What follows belongs to an exercise in optimizing a design on an open flow for small area, a short achievable clock period and few clock cycles per item; a production flow would make more cautious choices. At most, simulation tests tie the RTL to the original design; equivalence was not proved. No functional check of the RTL was part of run 2.

==> flow/design.v (outline; a module is shown in full before it is edited, if it fits) <==
// module bdb_front: 48 lines
// module bdb_sqacc: 1115 lines
// module bdb_sqacc_c: 1308 lines
// module bdb_sqrt: 65 lines
// module box_distance_bounds_top: 256 lines
module box_distance_bounds_top #(
    parameter int COORD_BITS = 24
) (
    input  logic                               clk,
    input  logic                               rst_n,
    input  logic                               in_valid,
    output logic                               in_stall,
    input  logic signed [COORD_BITS-1:0]       a_low,
    input  logic signed [COORD_BITS-1:0]       a_high,
    input  logic signed [COORD_BITS-1:0]       b_low,
    input  logic signed [COORD_BITS-1:0]       b_high,
    input  logic                               last,
    output logic                               out_valid,
    input  logic                               out_stall,
    output logic [bdb_pkg::SUM_W-1:0]          min_sq_dist,
    output logic [bdb_pkg::SUM_W-1:0]          max_sq_dist,
    output logic [bdb_pkg::ROOT_W-1:0]         min_dist,
    output logic [bdb_pkg::ROOT_W-1:0]         max_dist
);
  // ...
==> flow/run.sh <==
#!/bin/bash
# synth_recipe.tcl (not shown) runs the flow's synth.tcl, then flattens the netlist and writes it again
# the make line also repeats each setting of config.mk as NAME=value (left out here)
make -C /OpenROAD-flow-scripts/flow DESIGN_CONFIG=/design/flow/config.mk WORK_HOME=/design/flow/orfs CLKGATE_MAP_FILE= SYNTH_SCRIPT=/design/flow/synth_recipe.tcl finish
==> flow/config.mk <==
export PLATFORM = sky130hd
export DESIGN_NAME = box_distance_bounds_top
export DESIGN_NICKNAME = box_distance_bounds_top
export VERILOG_FILES = /design/flow/design.v
export SDC_FILE = /design/flow/constraint.sdc
export NUM_CORES = 4
export LEC_CHECK = 0
export CAP_MARGIN = 20
export CORE_MARGIN = 2
export CORE_UTILIZATION = 40
export SETUP_SLACK_MARGIN = 1.25
export SLEW_MARGIN = 20
==> flow/constraint.sdc <==
create_clock -name core_clock -period 9.0 [get_ports {clk}]
set_input_delay 1.8000 -clock core_clock [delete_from_list [all_inputs] [get_ports {clk}]]
set_output_delay 1.8000 -clock core_clock [all_outputs]
set_load 0.01 [all_outputs]
==> impl_summary.log, run 1 <==
INFO  metric run_status = timing/DRC/antenna clean
INFO  metric critical-path-slowest-cell = sky130_fd_sc_hd__edfxtp_1
INFO  metric clkLatencyLatePin = 0.69 ns
INFO  metric post_synth_inst_count = 7628
INFO  metric rr_startpoint = span_reg[12]$_DFFE_PP_
INFO  metric tritoncts.num_buffers = 53
INFO  metric min_path_cells = 2
INFO  metric cell_taking_the_most_area_after_synthesis = sky130_fd_sc_hd__fa_1
INFO  metric clockBufferCount = 64
INFO  metric setup.reg_to_reg.worst_slack = 1.42 ns
INFO  metric largest_family_of_logic_cells_by_synthesized_area = adder cells
INFO  metric inv_count = 798
INFO  metric grt_pass1_vias = 57500
INFO  metric detailedPlace.worstSlack = 0.521 ns
INFO  metric met1_length = 98600 um
INFO  metric dpl-instance-area = 67900 um2
INFO  metric synth_compound_area_share = 20.8%
INFO  metric final_area = 71300 um2
INFO  metric synth_area = 62400 um2
INFO  metric post-cts-setup-buffer-count = 40
INFO  metric synth-async-reset-ratio = 2.01%
INFO  metric slew_viol_final = 0
INFO  metric grt_remaining_overflow = 0
INFO  metric worst_setup_path_startpoint = span_reg[12]$_DFFE_PP_
INFO  metric num_antenna_cells = 2
INFO  metric clock_sinks = 349
INFO  metric seq_area_frac_synth = 14.6%
INFO  metric routed_via_density = 5.88
INFO  metric antenna_found_initial = 4
INFO  metric worstHoldPathType = reg -> reg
Testbench counts, summed over its fixed seeds: cycles 7,240, items 800.
==> module box_distance_bounds_top, before the edit <==
module box_distance_bounds_top #(
    parameter int COORD_BITS = 24
) (
    input  logic                               clk,
    input  logic                               rst_n,
    input  logic                               in_valid,
    output logic                               in_stall,
    input  logic signed [COORD_BITS-1:0]       a_low,
    input  logic signed [COORD_BITS-1:0]       a_high,
    input  logic signed [COORD_BITS-1:0]       b_low,
    input  logic signed [COORD_BITS-1:0]       b_high,
    input  logic                               last,
    output logic                               out_valid,
    input  logic                               out_stall,
    output logic [bdb_pkg::SUM_W-1:0]          min_sq_dist,
    output logic [bdb_pkg::SUM_W-1:0]          max_sq_dist,
    output logic [bdb_pkg::ROOT_W-1:0]         min_dist,
    output logic [bdb_pkg::ROOT_W-1:0]         max_dist
);
    localparam int SQ_K4    = 2;
    localparam int NB_W     = 4 * SQ_K4;
    localparam int SQ_TOP_W = 6;
    localparam int V_W      = SUM_W - SQ_TOP_W;
    localparam int SQ_CYC   = V_W / NB_W;
    localparam int CNT_W  = 3;
    logic                  a_valid;
    logic                  a_last;
    logic [COORD_BITS-1:0] gap_w;
    logic [COORD_BITS-1:0] span_w;
    logic                  span_c_w;
    logic [COORD_BITS-1:0] gap_reg;
    logic [COORD_BITS-1:0] span_reg;
    logic                  span_c_reg;
    logic [COORD_BITS-1:0] span_full;
    logic             first;
    logic             busy;
    logic             out_valid_reg;
    logic             accept;
    logic             consume;
    logic [CNT_W-1:0] cnt;
    logic [SUM_W-1:0] min_sum;
    logic [SUM_W-1:0] max_sum;
    logic [SUM_W:0]   min_add;
    logic [SUM_W:0]   max_add;
    logic [ROOT_W-1:0] min_root;
    logic [ROOT_W-1:0] max_root;
    logic [ROOT_W:0]   min_rem;
    logic [ROOT_W:0]   max_rem;
    logic [ROOT_W+1:0] min_p;
    logic [ROOT_W+1:0] max_p;
    logic [ROOT_W+1:0] min_p_nx;
    logic [ROOT_W+1:0] max_p_nx;
    logic [ROOT_W-1:0] min_root_nx;
    logic [ROOT_W-1:0] max_root_nx;
    logic [ROOT_W:0]   min_rem_nx;
    logic [ROOT_W:0]   max_rem_nx;
    logic [SUM_W-1:0]  min_sat;
    logic [SUM_W-1:0]  max_sat;
    logic [11:0]       min_top;
    logic [11:0]       max_top;
    logic [NB_W-1:0]   min_nb_reg;
    logic [NB_W-1:0]   max_nb_reg;
    logic [NB_W-1:0]   min_nb;
    logic [NB_W-1:0]   max_nb;
    bdb_front #(
        .COORD_BITS (COORD_BITS)
    ) u_front (
        .a_low  (a_low),
        .a_high (a_high),
        .b_low  (b_low),
        .b_high (b_high),
        .gap    (gap_w),
        .span_m (span_w),
        .span_c (span_c_w)
    );
    assign in_stall = a_valid && (busy || out_valid_reg);
    assign accept   = in_valid && !in_stall;
    assign consume  = a_valid && !busy && !(out_valid_reg && out_stall);
    always_ff @(posedge clk or negedge rst_n)
    begin
        if (!rst_n)
        begin
            a_valid       <= 1'b0;
            first         <= 1'b1;
            busy          <= 1'b0;
            out_valid_reg <= 1'b0;
            cnt           <= '0;
        end
        else
        begin
            if (accept)
            begin
                a_valid <= 1'b1;
            end
            else if (consume)
            begin
                a_valid <= 1'b0;
            end
            if (consume)
            begin
                first <= a_last;
            end
            if (consume && a_last && !first)
            begin
                busy <= 1'b1;
                cnt  <= '0;
            end
            else if (busy)
            begin
                cnt <= cnt + 1'b1;
                if (cnt == CNT_W'(SQ_CYC - 1))
                begin
                    busy          <= 1'b0;
                    out_valid_reg <= 1'b1;
                end
            end
            if (out_valid_reg && !out_stall)
            begin
                out_valid_reg <= 1'b0;
            end
            if (consume && a_last && first)
            begin
                out_valid_reg <= 1'b1;
            end
        end
    end
    always_ff @(posedge clk)
    begin
        if (accept)
        begin
            a_last   <= last;
            gap_reg  <= gap_w;
            span_reg   <= span_w;
            span_c_reg <= span_c_w;
        end
    end
    assign span_full = span_reg + COORD_BITS'(span_c_reg);
    bdb_sqacc u_min_sq (
        .x   (gap_reg),
        .acc (first ? {SUM_W{1'b0}} : min_sum),
        .sum (min_add)
    );
    bdb_sqacc_c u_max_sq (
        .x   (span_reg),
        .c   (span_c_reg),
        .acc (first ? {SUM_W{1'b0}} : max_sum),
        .sum (max_add)
    );
    always_ff @(posedge clk)
    begin
        if (consume)
        begin
            min_sum <= min_sat;
            max_sum <= max_sat;
        end
    end
    assign min_sat = min_add[SUM_W-1:0] | {SUM_W{min_add[SUM_W]}};
    assign max_sat = max_add[SUM_W-1:0] | {SUM_W{max_add[SUM_W]}};
    assign min_nb  = min_nb_reg;
    assign max_nb  = max_nb_reg;
    function automatic logic [11:0] top_root(input logic [5:0] v);
        logic [11:0] t;
        t = '0;
        for (int r = 0; r < 8; r++)
        begin
            for (int e = 0; e <= 2 * r; e++)
            begin
                if (r * r + e < 64 && v == 6'(r * r + e))
                begin
                    t = {3'(r), 4'(e), 5'(3 * r + 1)};
                end
            end
        end
        top_root = t;
    endfunction
    assign min_top = top_root(min_sat[SUM_W-1 -: SQ_TOP_W]);
    assign max_top = top_root(max_sat[SUM_W-1 -: SQ_TOP_W]);
    always_ff @(posedge clk)
    begin
        if (consume && a_last)
        begin
            min_nb_reg <= min_sat[V_W-1 -: NB_W];
            max_nb_reg <= max_sat[V_W-1 -: NB_W];
        end
        else
        begin
            min_nb_reg <= '0;
            max_nb_reg <= '0;
            for (int c = 0; c < SQ_CYC - 1; c++)
            begin
                if (cnt == CNT_W'(c))
                begin
                    min_nb_reg <= min_sum[V_W - NB_W*(c + 1) - 1 -: NB_W];
                    max_nb_reg <= max_sum[V_W - NB_W*(c + 1) - 1 -: NB_W];
                end
            end
        end
    end
    bdb_sqrt #(
        .K4 (SQ_K4)
    ) u_min_root (
        .root_in  (min_root),
        .p_in     (min_p),
        .rem_in   (min_rem),
        .nibbles  (min_nb),
        .root_out (min_root_nx),
        .p_out    (min_p_nx),
        .rem_out  (min_rem_nx)
    );
    bdb_sqrt #(
        .K4 (SQ_K4)
    ) u_max_root (
        .root_in  (max_root),
        .p_in     (max_p),
        .rem_in   (max_rem),
        .nibbles  (max_nb),
        .root_out (max_root_nx),
        .p_out    (max_p_nx),
        .rem_out  (max_rem_nx)
    );
    always_ff @(posedge clk)
    begin
        if (consume && a_last)
        begin
            min_root <= first ? ROOT_W'(gap_reg) : ROOT_W'(min_top[11:9]);
            max_root <= first ? ROOT_W'(span_full) : ROOT_W'(max_top[11:9]);
        end
        else if (busy)
        begin
            min_root <= min_root_nx;
            max_root <= max_root_nx;
        end
    end
    always_ff @(posedge clk)
    begin
        if (consume && a_last)
        begin
            min_rem <= (ROOT_W + 1)'(min_top[8:5]);
            max_rem <= (ROOT_W + 1)'(max_top[8:5]);
            min_p   <= (ROOT_W + 2)'(min_top[4:0]);
            max_p   <= (ROOT_W + 2)'(max_top[4:0]);
        end
        else
        begin
            min_rem <= min_rem_nx;
            max_rem <= max_rem_nx;
            min_p   <= min_p_nx;
            max_p   <= max_p_nx;
        end
    end
    assign out_valid   = out_valid_reg;
    assign min_sq_dist = min_sum;
    assign max_sq_dist = max_sum;
    assign min_dist    = min_root;
    assign max_dist    = max_root;
endmodule
==> run 2, diff against run 1 <==
--- a/flow/design.v
+++ b/flow/design.v
@@ -2619,7 +2619,7 @@
     );
     assign in_stall = a_valid && (busy || out_valid_reg);
     assign accept   = in_valid && !in_stall;
-    assign consume  = a_valid && !busy && !(out_valid_reg && out_stall);
+    assign consume  = a_valid && !busy && !out_valid_reg;
     always_ff @(posedge clk or negedge rst_n)
     begin
         if (!rst_n)
--- a/flow/config.mk
+++ b/flow/config.mk
@@ -8,5 +8,5 @@
 export CAP_MARGIN = 20
 export CORE_MARGIN = 2
 export CORE_UTILIZATION = 40
-export SETUP_SLACK_MARGIN = 1.25
+export SETUP_SLACK_MARGIN = 1.5
 export SLEW_MARGIN = 20
==> impl_summary.log, run 2 <==
INFO  metric run_status = timing/DRC/antenna clean
INFO  metric place_hpwl = 186000 um
INFO  metric number_of_flops_mapped_to_enable_cells_by_yosys = 212
INFO  metric drt_first_pass_iters = 8
INFO  metric final.fill_count = 15100
INFO  metric grt_start_max_net_pins = 71
INFO  metric synth-async-reset-ratio = 2.01% (unchanged)
INFO  metric min_path_cells = 2 (unchanged)
INFO  metric drv_cap = 0
INFO  metric final.setup.tns = 0 ns
INFO  metric cts-htree-levels = 2
INFO  metric footprint_of_the_flip_flops_and_latches = 9180 um2
INFO  metric grt_usage = 29.4%
INFO  metric synth_area = 62500 um2 (+0.14%)
INFO  metric min_period = 7.51 ns
INFO  metric finalClockSkew = 0.0243 ns
INFO  metric final_nets = 9429
INFO  metric gp_routability_congestion = 0.979
INFO  metric layout.cells.most_common = sky130_fd_sc_hd__inv_1
INFO  metric synthesis.nets = 8989
INFO  metric final_layout_size_suffix_gt1_share = 11.1%
INFO  metric worstReg2RegEnd = min_root[2]$_DFFE_PP_
INFO  metric multi_input_area = 50900 um2
INFO  metric clock.fmax = 133 MHz
INFO  metric ctsLongestPathBuffers = 3
INFO  metric yosysWarningCount = 12
INFO  metric min_delay_worst_endpoint = cnt[1]$_DFFE_PN0P_
INFO  metric timing.final.setup_violations = 0
INFO  metric fraction_of_the_cycle_the_final_worst_path_needs = 83.4%
INFO  metric finalWorstSetupSlack = 1.49 ns
INFO  metric chipHeight = 399 um
INFO  metric dpl-instance-area = 68400 um2 (+0.68%)
INFO  metric crit_fanout = 5
INFO  metric mostFrequentLayoutCells = sky130_fd_sc_hd__inv_1, sky130_fd_sc_hd__nand2_1, sky130_fd_sc_hd__ha_1
INFO  metric cts.clk_slew.worst_paths = 0.06 ns
INFO  metric reg_top3 = max_sum (54), min_sum (54)
INFO  metric cts.root.buffer_cell = sky130_fd_sc_hd__clkbuf_16
INFO  metric setup.reg_to_reg.worst_slack = 1.49 ns (+0.07 ns)
INFO  metric hold_fails_final_rpt = 0
INFO  metric required = 9.38 ns
INFO  metric drc = 0
INFO  metric ys_dominant_reg_cell = sky130_fd_sc_hd__edfxtp_1
INFO  metric yosys.cell_count.top_type = sky130_fd_sc_hd__inv_1
INFO  metric die_area = 159000 um2
INFO  metric slowest_delay = 0.56 ns
INFO  metric core_area = 156000 um2
INFO  metric ant_nets = 0
INFO  metric synth_top_cell_area_share = 16.4%
INFO  metric synth_seq_cells = 349
INFO  metric start_kind = register
INFO  metric dr_total_vias = 60600
INFO  metric clock_sinks = 349 (unchanged)
INFO  metric worstHoldPathType = reg -> reg
INFO  metric tritoncts.num_buffers = 53 (unchanged)
INFO  metric timing.hold.worst.start = cnt[1]$_DFFE_PN0P_
INFO  metric final_area = 74100 um2 (+3.9%)
INFO  metric drt-initial-drc-count = 4665
INFO  metric rsz0062_at_grt = true
INFO  metric area_growth = 18.5%
INFO  metric synth.cells.most_frequent = sky130_fd_sc_hd__inv_1, sky130_fd_sc_hd__nand2_1, sky130_fd_sc_hd__ha_1
INFO  metric die_w = 399 um
INFO  metric r2r_cells = 29
INFO  metric grt_remaining_overflow = 0 (unchanged)
INFO  metric first_pass_grt_wire_length = 361000 um
INFO  metric rr_startpoint = gap_reg[1]$_DFFE_PP_
INFO  metric crit_top_cell = sky130_fd_sc_hd__fa_2
INFO  metric clkLatencyLatePin = 0.68 ns (about the same)
INFO  metric post_drt_wl_per_cell = 23.3 um
INFO  metric max_slew.worst_pin.slew = 1.24 ns
INFO  metric syn_area_per_cell = 8.06 um2
INFO  metric synthDistinctLibCells = 111
INFO  metric worst_slew_margin_rel = 15.2%
INFO  metric grt_pass1_vias = 59300 (+3.2%)
INFO  metric post_synth_inst_count = 7760 (+1.7%)
INFO  metric rows = 145
INFO  metric ios = 265
INFO  metric tritoncts = built
INFO  metric detail_route.wirelength = 240000 um
INFO  metric cell_taking_the_most_area_after_synthesis = sky130_fd_sc_hd__fa_1
INFO  metric seq_area_frac_synth = 14.6% (-0.021 points)
INFO  metric antenna_found_initial = 5 (+1)
INFO  metric timing.setup.critical_path_class = reg -> reg
INFO  metric worstPathArrival = 7.88 ns
INFO  metric worst_setup_path_end_kind = register
INFO  metric port-buffer-count = 264
INFO  metric slew_viol_final = 0 (unchanged)
INFO  metric detailedPlace.worstSlack = 0.238 ns (-0.283 ns)
INFO  metric synth.top_cells.by_area = sky130_fd_sc_hd__fa_1, sky130_fd_sc_hd__ha_1, sky130_fd_sc_hd__edfxtp_1, sky130_fd_sc_hd__xnor2_1, sky130_fd_sc_hd__inv_1
INFO  metric initial_core_utilization = 40.2%
INFO  metric critical-path-slowest-cell = sky130_fd_sc_hd__fa_2
INFO  metric routed_via_density = 5.88 (about the same)
==> run 2: how the worst max path moves through the flow <==
| stage | depth (start not counted) | endpoint | startpoint | slack (ns) |
|---|---|---|---|---|
| after global placement | 25 | min_root[2]$_DFFE_PP_ | gap_reg[8]$_DFFE_PP_ | 0.28 |
| final | 29 | min_root[2]$_DFFE_PP_ | gap_reg[1]$_DFFE_PP_ | 1.49 |
| after CTS | 25 | min_root[2]$_DFFE_PP_ | gap_reg[0]$_DFFE_PP_ | 1.41 |
| after detailed placement | 25 | min_root[2]$_DFFE_PP_ | gap_reg[8]$_DFFE_PP_ | 0.24 |
| after floorplan | 28 | max_root[1]$_DFFE_PP_ | span_reg[23]$_DFFE_PP_ | 1.50 |
| after global routing | 30 | min_root[2]$_DFFE_PP_ | gap_reg[1]$_DFFE_PP_ | 1.30 |
==> run 2: repair_timing <==
item | CTS | global route
setup buffers | 123 | 96
pin swaps | 60 | 140
gates cloned | 5 | 4
setup endpoints to repair | 203 | 160
hold buffers | 0 | 0
resized for setup | 148 | 288
==> run 2: cells by family after synthesis <==
family          count (synthesis)  synth area share, %
compound gates               1916                 20.0
xor+xnor                      519                 7.28
fa+ha+maj                    1128                 28.7
buf+inv                      1131                 6.84
flops                         349                 14.6
mux                            75                 1.21
simple gates                 2642                 21.3
==> run 2: layout make-up <==
class	instances	area share [%]
Inverter	800	4.07
Multi-Input combinational cell	6281	68.6
Clock buffer	70	1.96
Clock inverter	30	0.409
Tap cell	2058	3.48
Antenna cell	3	0.0101
Sequential cell	349	12.4
Timing Repair Buffer	715	9.05
==> run 2: routing by layer <==
layer / vias to the layer above / GRT usage, % / wire [um]
met4: 4 / 12.0 / 11200
met5: - / 0 / 32
li1: 27900 / - / -
met3: 536 / 4.52 / 18200
met2: 2582 / 47.8 / 110000
met1: 29600 / 38.8 / 101000
==> run 2: critical path: cells and delay by family (launching register included) <==
family / cells / cell delay [ns]
AOI/OAI and AO/OA: 10 / 1.76
adders and majority gates: 7 / 3.11
buffers and inverters: 6 / 0.53
DFF: 1 / 0.47
and+or+nand+nor: 6 / 1.32
==> run 2: per-stage QoR <==
step	hold slack, ns	std cells	utilization, %
final	0.590	10300	47.6
after global routing	0.615	10300	47.6
after CTS	0.596	10200	46.3
after detailed placement	0.580	9975	43.9
after global placement	0.569	9975	43.9
after floorplan	0.536	7760	-
==> module bdb_sqrt, before the edit <==
module bdb_sqrt #(
    parameter int K4 = 2
) (
    input  logic [ROOT_W-1:0]  root_in,
    input  logic [ROOT_W+1:0]  p_in,
    input  logic [ROOT_W:0]    rem_in,
    input  logic [4*K4-1:0]    nibbles,
    output logic [ROOT_W-1:0]  root_out,
    output logic [ROOT_W+1:0]  p_out,
    output logic [ROOT_W:0]    rem_out
);
    localparam int CUR_W = ROOT_W + 5;
    localparam int P_W   = ROOT_W + 2;
    logic [ROOT_W-1:0] root [0:K4];
    logic [P_W-1:0]    p    [0:K4];
    logic [ROOT_W:0]   rem  [0:K4];
    logic [CUR_W-1:0]  cur  [0:K4-1];
    logic [CUR_W:0]    d1   [0:K4-1];
    logic [CUR_W:0]    d2   [0:K4-1];
    logic [CUR_W:0]    d3   [0:K4-1];
    logic [P_W-1:0]    p_dn [0:K4-1];
    logic [P_W-1:0]    p_up [0:K4-1];
    assign root[0] = root_in;
    assign p[0]    = p_in;
    assign rem[0]  = rem_in;
    for (genvar t = 0; t < K4; t++)
    begin : g_digit
        assign cur[t]  = {rem[t], nibbles[4*(K4-1-t) +: 4]};
        assign d1[t]   = {1'b0, cur[t]} - {3'b0, root[t], 3'b001};
        assign d2[t]   = {1'b0, cur[t]} - {2'b0, root[t], 4'b0100};
        assign d3[t]   = {1'b0, cur[t]} - {1'b0, p[t], 3'b001};
        assign p_dn[t] = p[t] - 1'b1;
        assign p_up[t] = p[t] + 1'b1;
        always_comb
        begin
            if (!d3[t][CUR_W])
            begin
                rem[t+1]  = d3[t][ROOT_W:0];
                root[t+1] = {root[t][ROOT_W-3:0], 2'd3};
                p[t+1]    = {p_up[t][P_W-3:0], 2'b10};
            end
            else if (!d2[t][CUR_W])
            begin
                rem[t+1]  = d2[t][ROOT_W:0];
                root[t+1] = {root[t][ROOT_W-3:0], 2'd2};
                p[t+1]    = {p[t][P_W-3:0], 2'b11};
            end
            else if (!d1[t][CUR_W])
            begin
                rem[t+1]  = d1[t][ROOT_W:0];
                root[t+1] = {root[t][ROOT_W-3:0], 2'd1};
                p[t+1]    = {p[t][P_W-3:0], 2'b00};
            end
            else
            begin
                rem[t+1]  = cur[t][ROOT_W:0];
                root[t+1] = {root[t][ROOT_W-3:0], 2'd0};
                p[t+1]    = {p_dn[t][P_W-3:0], 2'b01};
            end
        end
    end
    assign root_out = root[K4];
    assign p_out    = p[K4];
    assign rem_out  = rem[K4];
endmodule
==> run 3, diff against run 2 <==
--- a/flow/design.v
+++ b/flow/design.v
@@ -2483,6 +2483,7 @@
     input  logic [ROOT_W+1:0]  p_in,
     input  logic [ROOT_W:0]    rem_in,
     input  logic [4*K4-1:0]    nibbles,
+    output logic [ROOT_W-1:0]  root_mid,
     output logic [ROOT_W-1:0]  root_out,
     output logic [ROOT_W+1:0]  p_out,
     output logic [ROOT_W:0]    rem_out
@@ -2537,6 +2538,7 @@
             end
         end
     end
+    assign root_mid = root[1];
     assign root_out = root[K4];
     assign p_out    = p[K4];
     assign rem_out  = rem[K4];
@@ -2563,9 +2565,9 @@
 );
     localparam int SQ_K4    = 2;
     localparam int NB_W     = 4 * SQ_K4;
-    localparam int SQ_TOP_W = 6;
+    localparam int SQ_TOP_W = 10;
     localparam int V_W      = SUM_W - SQ_TOP_W;
-    localparam int SQ_CYC   = V_W / NB_W;
+    localparam int SQ_CYC   = 6;
     localparam int CNT_W  = 3;
     logic                  a_valid;
     logic                  a_last;
@@ -2600,8 +2602,11 @@
     logic [ROOT_W:0]   max_rem_nx;
     logic [SUM_W-1:0]  min_sat;
     logic [SUM_W-1:0]  max_sat;
-    logic [11:0]       min_top;
-    logic [11:0]       max_top;
+    logic [17:0]       min_top;
+    logic [17:0]       max_top;
+    logic              sq_last;
+    logic [ROOT_W-1:0] min_root_mid;
+    logic [ROOT_W-1:0] max_root_mid;
     logic [NB_W-1:0]   min_nb_reg;
     logic [NB_W-1:0]   max_nb_reg;
     logic [NB_W-1:0]   min_nb;
@@ -2617,9 +2622,10 @@
         .span_m (span_w),
         .span_c (span_c_w)
     );
+    assign sq_last  = busy && (cnt == CNT_W'(SQ_CYC - 1));
     assign in_stall = a_valid && (busy || out_valid_reg);
     assign accept   = in_valid && !in_stall;
-    assign consume  = a_valid && !busy && !out_valid_reg;
+    assign consume  = a_valid && !busy && !(out_valid_reg && out_stall);
     always_ff @(posedge clk or negedge rst_n)
     begin
         if (!rst_n)
@@ -2652,10 +2658,10 @@
             else if (busy)
             begin
                 cnt <= cnt + 1'b1;
-                if (cnt == CNT_W'(SQ_CYC - 1))
+                if (sq_last)
                 begin
                     busy          <= 1'b0;
-                    out_valid_reg <= 1'b1;
+                    out_valid_reg <= out_stall;
                 end
             end
             if (out_valid_reg && !out_stall)
@@ -2702,17 +2708,14 @@
     assign max_sat = max_add[SUM_W-1:0] | {SUM_W{max_add[SUM_W]}};
     assign min_nb  = min_nb_reg;
     assign max_nb  = max_nb_reg;
-    function automatic logic [11:0] top_root(input logic [5:0] v);
-        logic [11:0] t;
+    function automatic logic [17:0] top_root(input logic [9:0] v);
+        logic [17:0] t;
         t = '0;
-        for (int r = 0; r < 8; r++)
+        for (int r = 0; r < 32; r++)
         begin
-            for (int e = 0; e <= 2 * r; e++)
+            if (v >= 10'(r * r))
             begin
-                if (r * r + e < 64 && v == 6'(r * r + e))
-                begin
-                    t = {3'(r), 4'(e), 5'(3 * r + 1)};
-                end
+                t = {5'(r), 6'(32'(v) - r * r), 7'(3 * r + 1)};
             end
         end
         top_root = t;
@@ -2730,7 +2733,7 @@
         begin
             min_nb_reg <= '0;
             max_nb_reg <= '0;
-            for (int c = 0; c < SQ_CYC - 1; c++)
+            for (int c = 0; c < SQ_CYC - 2; c++)
             begin
                 if (cnt == CNT_W'(c))
                 begin
@@ -2738,6 +2741,11 @@
                     max_nb_reg <= max_sum[V_W - NB_W*(c + 1) - 1 -: NB_W];
                 end
             end
+            if (cnt == CNT_W'(SQ_CYC - 2))
+            begin
+                min_nb_reg <= {min_sum[3:0], 4'b0000};
+                max_nb_reg <= {max_sum[3:0], 4'b0000};
+            end
         end
     end
     bdb_sqrt #(
@@ -2747,6 +2755,7 @@
         .p_in     (min_p),
         .rem_in   (min_rem),
         .nibbles  (min_nb),
+        .root_mid (min_root_mid),
         .root_out (min_root_nx),
         .p_out    (min_p_nx),
         .rem_out  (min_rem_nx)
@@ -2758,6 +2767,7 @@
         .p_in     (max_p),
         .rem_in   (max_rem),
         .nibbles  (max_nb),
+        .root_mid (max_root_mid),
         .root_out (max_root_nx),
         .p_out    (max_p_nx),
         .rem_out  (max_rem_nx)
@@ -2766,8 +2776,13 @@
     begin
         if (consume && a_last)
         begin
-            min_root <= first ? ROOT_W'(gap_reg) : ROOT_W'(min_top[11:9]);
-            max_root <= first ? ROOT_W'(span_full) : ROOT_W'(max_top[11:9]);
+            min_root <= first ? ROOT_W'(gap_reg) : ROOT_W'(min_top[17:13]);
+            max_root <= first ? ROOT_W'(span_full) : ROOT_W'(max_top[17:13]);
+        end
+        else if (sq_last)
+        begin
+            min_root <= min_root_mid;
+            max_root <= max_root_mid;
         end
         else if (busy)
         begin
@@ -2779,10 +2794,10 @@
     begin
         if (consume && a_last)
         begin
-            min_rem <= (ROOT_W + 1)'(min_top[8:5]);
-            max_rem <= (ROOT_W + 1)'(max_top[8:5]);
-            min_p   <= (ROOT_W + 2)'(min_top[4:0]);
-            max_p   <= (ROOT_W + 2)'(max_top[4:0]);
+            min_rem <= (ROOT_W + 1)'(min_top[12:7]);
+            max_rem <= (ROOT_W + 1)'(max_top[12:7]);
+            min_p   <= (ROOT_W + 2)'(min_top[6:0]);
+            max_p   <= (ROOT_W + 2)'(max_top[6:0]);
         end
         else
         begin
@@ -2792,9 +2807,9 @@
             max_p   <= max_p_nx;
         end
     end
-    assign out_valid   = out_valid_reg;
+    assign out_valid   = out_valid_reg || sq_last;
     assign min_sq_dist = min_sum;
     assign max_sq_dist = max_sum;
-    assign min_dist    = min_root;
-    assign max_dist    = max_root;
+    assign min_dist    = sq_last ? min_root_mid : min_root;
+    assign max_dist    = sq_last ? max_root_mid : max_root;
 endmodule
--- a/flow/config.mk
+++ b/flow/config.mk
@@ -8,5 +8,5 @@
 export CAP_MARGIN = 20
 export CORE_MARGIN = 2
 export CORE_UTILIZATION = 40
-export SETUP_SLACK_MARGIN = 1.5
+export SETUP_SLACK_MARGIN = 2.0
 export SLEW_MARGIN = 20
==> impl_summary.log, run 3 <==
INFO  metric run_status = timing/DRC/antenna clean
INFO  metric grt_remaining_overflow = 0 (unchanged)
INFO  metric timing.final.setup_violations = 0 (unchanged)
INFO  metric final_area = 88000 um2 (+19%)
INFO  metric worstReg2RegEnd = min_rem[4]$_DFF_P_
INFO  metric timing.setup.critical_path_class = reg -> reg
INFO  metric slew_viol_final = 0 (unchanged)
INFO  metric ctsLongestPathBuffers = 3 (unchanged)
INFO  metric drt_first_pass_iters = 7 (-1)
INFO  metric cts-htree-levels = 2 (unchanged)
INFO  metric ios = 265 (unchanged)
INFO  metric synthDistinctLibCells = 119 (+7.2%)
INFO  metric routed_via_density = 5.97 (+1.5%)
INFO  metric chipHeight = 416 um (+4.0%)
INFO  metric reg_top3 = max_sum (54), min_sum (54)
INFO  metric place_hpwl = 232000 um (+25%)
INFO  metric finalClockSkew = 0.0356 ns (+0.0114 ns)
INFO  metric synth-async-reset-ratio = 2.01% (unchanged)
INFO  metric final_layout_size_suffix_gt1_share = 21.3% (+10 points)
INFO  metric min_delay_worst_endpoint = a_valid$_DFFE_PN0P_
INFO  metric cts.root.buffer_cell = sky130_fd_sc_hd__clkbuf_16
INFO  metric synth_top_cell_area_share = 15.2% (-1.3 points)
INFO  metric worstHoldPathType = reg -> reg
INFO  metric gp_routability_congestion = 1.01 (+3.4%)
INFO  metric die_w = 416 um (+4.0%)
INFO  metric tritoncts = built
INFO  metric cts_hold_fix_bufs = 0 (unchanged)
INFO  metric synth.cells.most_frequent = sky130_fd_sc_hd__nand2_1, sky130_fd_sc_hd__inv_1, sky130_fd_sc_hd__ha_1
INFO  metric antenna_found_initial = 7 (+2)
INFO  metric syn_area_per_cell = 7.77 um2 (-3.6%)
INFO  metric grt_start_max_net_pins = 102 (+44%)
INFO  metric seq_area_frac_synth = 13.5% (-1.1 points)
INFO  metric area_growth = 29.9%
INFO  metric drc = 0 (unchanged)
INFO  metric max_slew.worst_pin.slew = 1.22 ns (-0.0191 ns)
INFO  metric synth.top_cells.by_area = sky130_fd_sc_hd__fa_1, sky130_fd_sc_hd__ha_1, sky130_fd_sc_hd__edfxtp_1, sky130_fd_sc_hd__nand2_1, sky130_fd_sc_hd__xnor2_1
INFO  metric clock_sinks = 349 (unchanged)
INFO  metric fraction_of_the_cycle_the_final_worst_path_needs = 93.1% (+9.7 points)
INFO  metric required = 9.56 ns (+0.18 ns)
INFO  metric drt-initial-drc-count = 6943 (+49%)
INFO  metric die_area = 173000 um2 (+8.2%)
INFO  metric postLayoutCoreUtil = 52.1% (+4.6 points)
INFO  metric port-buffer-count = 264 (unchanged)
INFO  metric yosys.cell_count.top_type = sky130_fd_sc_hd__nand2_1
INFO  metric timing.hold.worst.start = a_valid$_DFFE_PN0P_
INFO  metric worstPathArrival = 8.94 ns (+1.06 ns)
INFO  metric layout.cells.most_common = sky130_fd_sc_hd__nand2_1
INFO  metric cts.clk_slew.worst_paths = 0.06 ns (about the same)
INFO  metric detail_route.wirelength = 297000 um (+24%)
INFO  metric start_kind = register
INFO  metric dr_total_vias = 71000 (+17%)
INFO  metric final_nets = 10900 (+16%)
INFO  metric worst_setup_path_end_kind = register
INFO  metric yosysWarningCount = 12 (unchanged)
INFO  metric dpl-instance-area = 76200 um2 (+11%)
INFO  metric rsz0062_at_grt = true
INFO  metric synth_seq_cells = 349 (unchanged)
INFO  metric mostFrequentLayoutCells = sky130_fd_sc_hd__nand2_1, sky130_fd_sc_hd__buf_4, sky130_fd_sc_hd__inv_1
INFO  metric clkLatencyLatePin = 0.69 ns (about the same)
INFO  metric critical-path-slowest-cell = sky130_fd_sc_hd__fa_2
INFO  metric ant_nets = 0 (unchanged)
INFO  metric cell_taking_the_most_area_after_synthesis = sky130_fd_sc_hd__fa_1
INFO  metric grt_usage = 32.7% (+3.3 points)
INFO  metric first_pass_grt_wire_length = 433000 um (+20%)
INFO  metric tritoncts.num_buffers = 49 (-7.5%)
INFO  metric path_delay_family = adder cells
INFO  metric placed_cells = 11300 (+13%)
INFO  metric grt_pass1_vias = 68500 (+15%)
INFO  metric setup.reg_to_reg.worst_slack = 0.62 ns (-0.88 ns)
INFO  metric min_period = 8.38 ns (+0.877 ns)
INFO  metric worst-path-buf-inv = 10 (+4)
INFO  metric clock.fmax = 119 MHz (-10%)
INFO  metric hold_fails_final_rpt = 0 (unchanged)
INFO  metric initial_core_utilization = 40.1% (about the same)
INFO  metric post_drt_wl_per_cell = 25.0 um (+7.1%)
INFO  metric min_path_cells = 2 (unchanged)
INFO  metric r2r_cells = 34 (+17%)
INFO  metric ys_dominant_reg_cell = sky130_fd_sc_hd__edfxtp_1
INFO  metric non_filler_cells_final = 11900 (+15%)
INFO  metric crit_fanout = 5 (unchanged)
INFO  metric slowest_delay = 0.58 ns (+0.02 ns)
INFO  metric synth_area = 67700 um2 (+8.3%)
INFO  metric number_of_flops_mapped_to_enable_cells_by_yosys = 212 (unchanged)
INFO  metric final.setup.tns = 0 ns (unchanged)
INFO  metric post_synth_inst_count = 8718 (+12%)
INFO  metric drv_cap = 0 (unchanged)
INFO  metric synthesis.nets = 9971 (+11%)
INFO  metric worst_slew_margin_rel = 17.8% (+2.5 points)
INFO  metric rows = 151 (+4.1%)
INFO  metric rr_startpoint = gap_reg[14]$_DFFE_PP_
INFO  metric core_area = 169000 um2 (+8.4%)
run 3: changes by cell type after synthesis, sizes merged, moves of 41 or more:
cell / change
nor2: +80
o21ai: +105
inv: +57
nand2: +315
xor2: +41
a21oi: +107
clkbuf: +58
a31oi: +61
and2: -47
run 3: kinds of logic (layout without fill, tap and decap cells):
| kind of cell | Yosys count | in the layout | synth area share (%) |
|---|---|---|---|
| AND/OR/NAND/NOR | 2998 | 2998 | 21.6 |
| AO/OA/AOI/OAI | 2332 | 2333 | 22.6 |
| buffers and inverters | 1260 | 2224 | 7.07 |
| adder cells (fa/ha/maj) | 1152 | 1152 | 27.0 |
| XOR/XNOR | 567 | 567 | 7.35 |
| flip-flops | 349 | 349 | 13.5 |
| multiplexers | 60 | 60 | 0.905 |
| other | 0 | 2 | 0 |
run 3: timing repair:
action | in CTS | in global routing
gates resized for setup | 404 | 844
setup endpoints to repair | 165 | 184
setup buffers | 241 | 295
pin swaps | 216 | 376
gates cloned | 2 | 11
run 3: through the flow:
stage               hold WS, ns  setup slack [ns]
floorplan                 0.538             0.933
global placement          0.560           -0.0987
detailed placement        0.572            -0.195
CTS                       0.586             0.708
global route              0.604             0.362
finish                    0.590             0.618
run 3: area by class of cell:
type	instances	area (um2)
Antenna cell	2	5.00
Clock buffer	65	1390
Clock inverter	27	265
Fill cell	16000	80700
Inverter	862	3310
Multi-Input combinational cell	7110	59500
Sequential cell	349	9180
Tap cell	2218	2780
Timing Repair Buffer	1270	11600
run 3: metal layers:
layer | up-vias | share of wire, % | routed length (um) | GRT usage, %
met5 | - | 0.022 | 65 | 0
met4 | 8 | 6.4 | 19000 | 17.5
met3 | 641 | 7.0 | 20800 | 3.49
met2 | 3054 | 44 | 130000 | 50.6
met1 | 34900 | 43 | 127000 | 44.7
li1 | 32400 | - | - | -
run 3: how the worst max path moves through the flow:
stage,start,slack [ns],endpoint,cells after the start
after floorplan,first$_DFFE_PN1P_,0.93,min_root[0]$_DFFE_PP_,37
after global placement,gap_reg[2]$_DFFE_PP_,-0.1,min_root[2]$_DFFE_PP_,32
after detailed placement,gap_reg[0]$_DFFE_PP_,-0.20,min_root[1]$_DFFE_PP_,33
after CTS,gap_reg[0]$_DFFE_PP_,0.71,min_rem[5]$_DFF_P_,33
after global routing,span_reg[22]$_DFFE_PP_,0.36,max_root[0]$_DFFE_PP_,39
final,gap_reg[14]$_DFFE_PP_,0.62,min_rem[4]$_DFF_P_,34
run 3: tightest hold or removal path: stages, from the launching register on:
cell,delay [ns]
sky130_fd_sc_hd__dfrtp_1,0.33
sky130_fd_sc_hd__inv_1,0.08
sky130_fd_sc_hd__o21bai_1,0.14
Testbench counts of run 3, summed over its fixed seeds: cycles 6,537, items 800.

-- separate check: timing with driven ports --
In the flow no input, the clock included, has a driving cell. The finished layouts below were timed again as built, in two steps.
Step 1: set_driving_cell puts a clkbuf_16 on clk and a buf_2 on each other input, an assumption about the parent block.
Step 2, shift: input delay + t, output delay - t, t = (earliest + latest rising clock arrival at the registers) / 2. This alone moves slack from input paths to output paths.
Three values: ideal, step 1, step 2; two values: the first two.
run | shift t [ns] | setup slack, ns | hold WS [ns] | worst slew at a driven data input, ns
run 1 | 0.750 | 1.425 / 1.425 / 0.920 | 0.547 / 0.547 / 0.547 | 0.12
run 2 | 0.746 | 1.495 / 1.495 / 1.071 | 0.590 / 0.590 / 0.590 | 0.11
run 3 | 0.762 | 0.618 / 0.618 / 0.618 | 0.590 / 0.590 / 0.590 | 0.19
After both steps setup and hold are still met in every run listed. For run 1, which loses most, drivers alone change the setup slack by 0.000 ns; drivers and shift together by -0.505 ns.
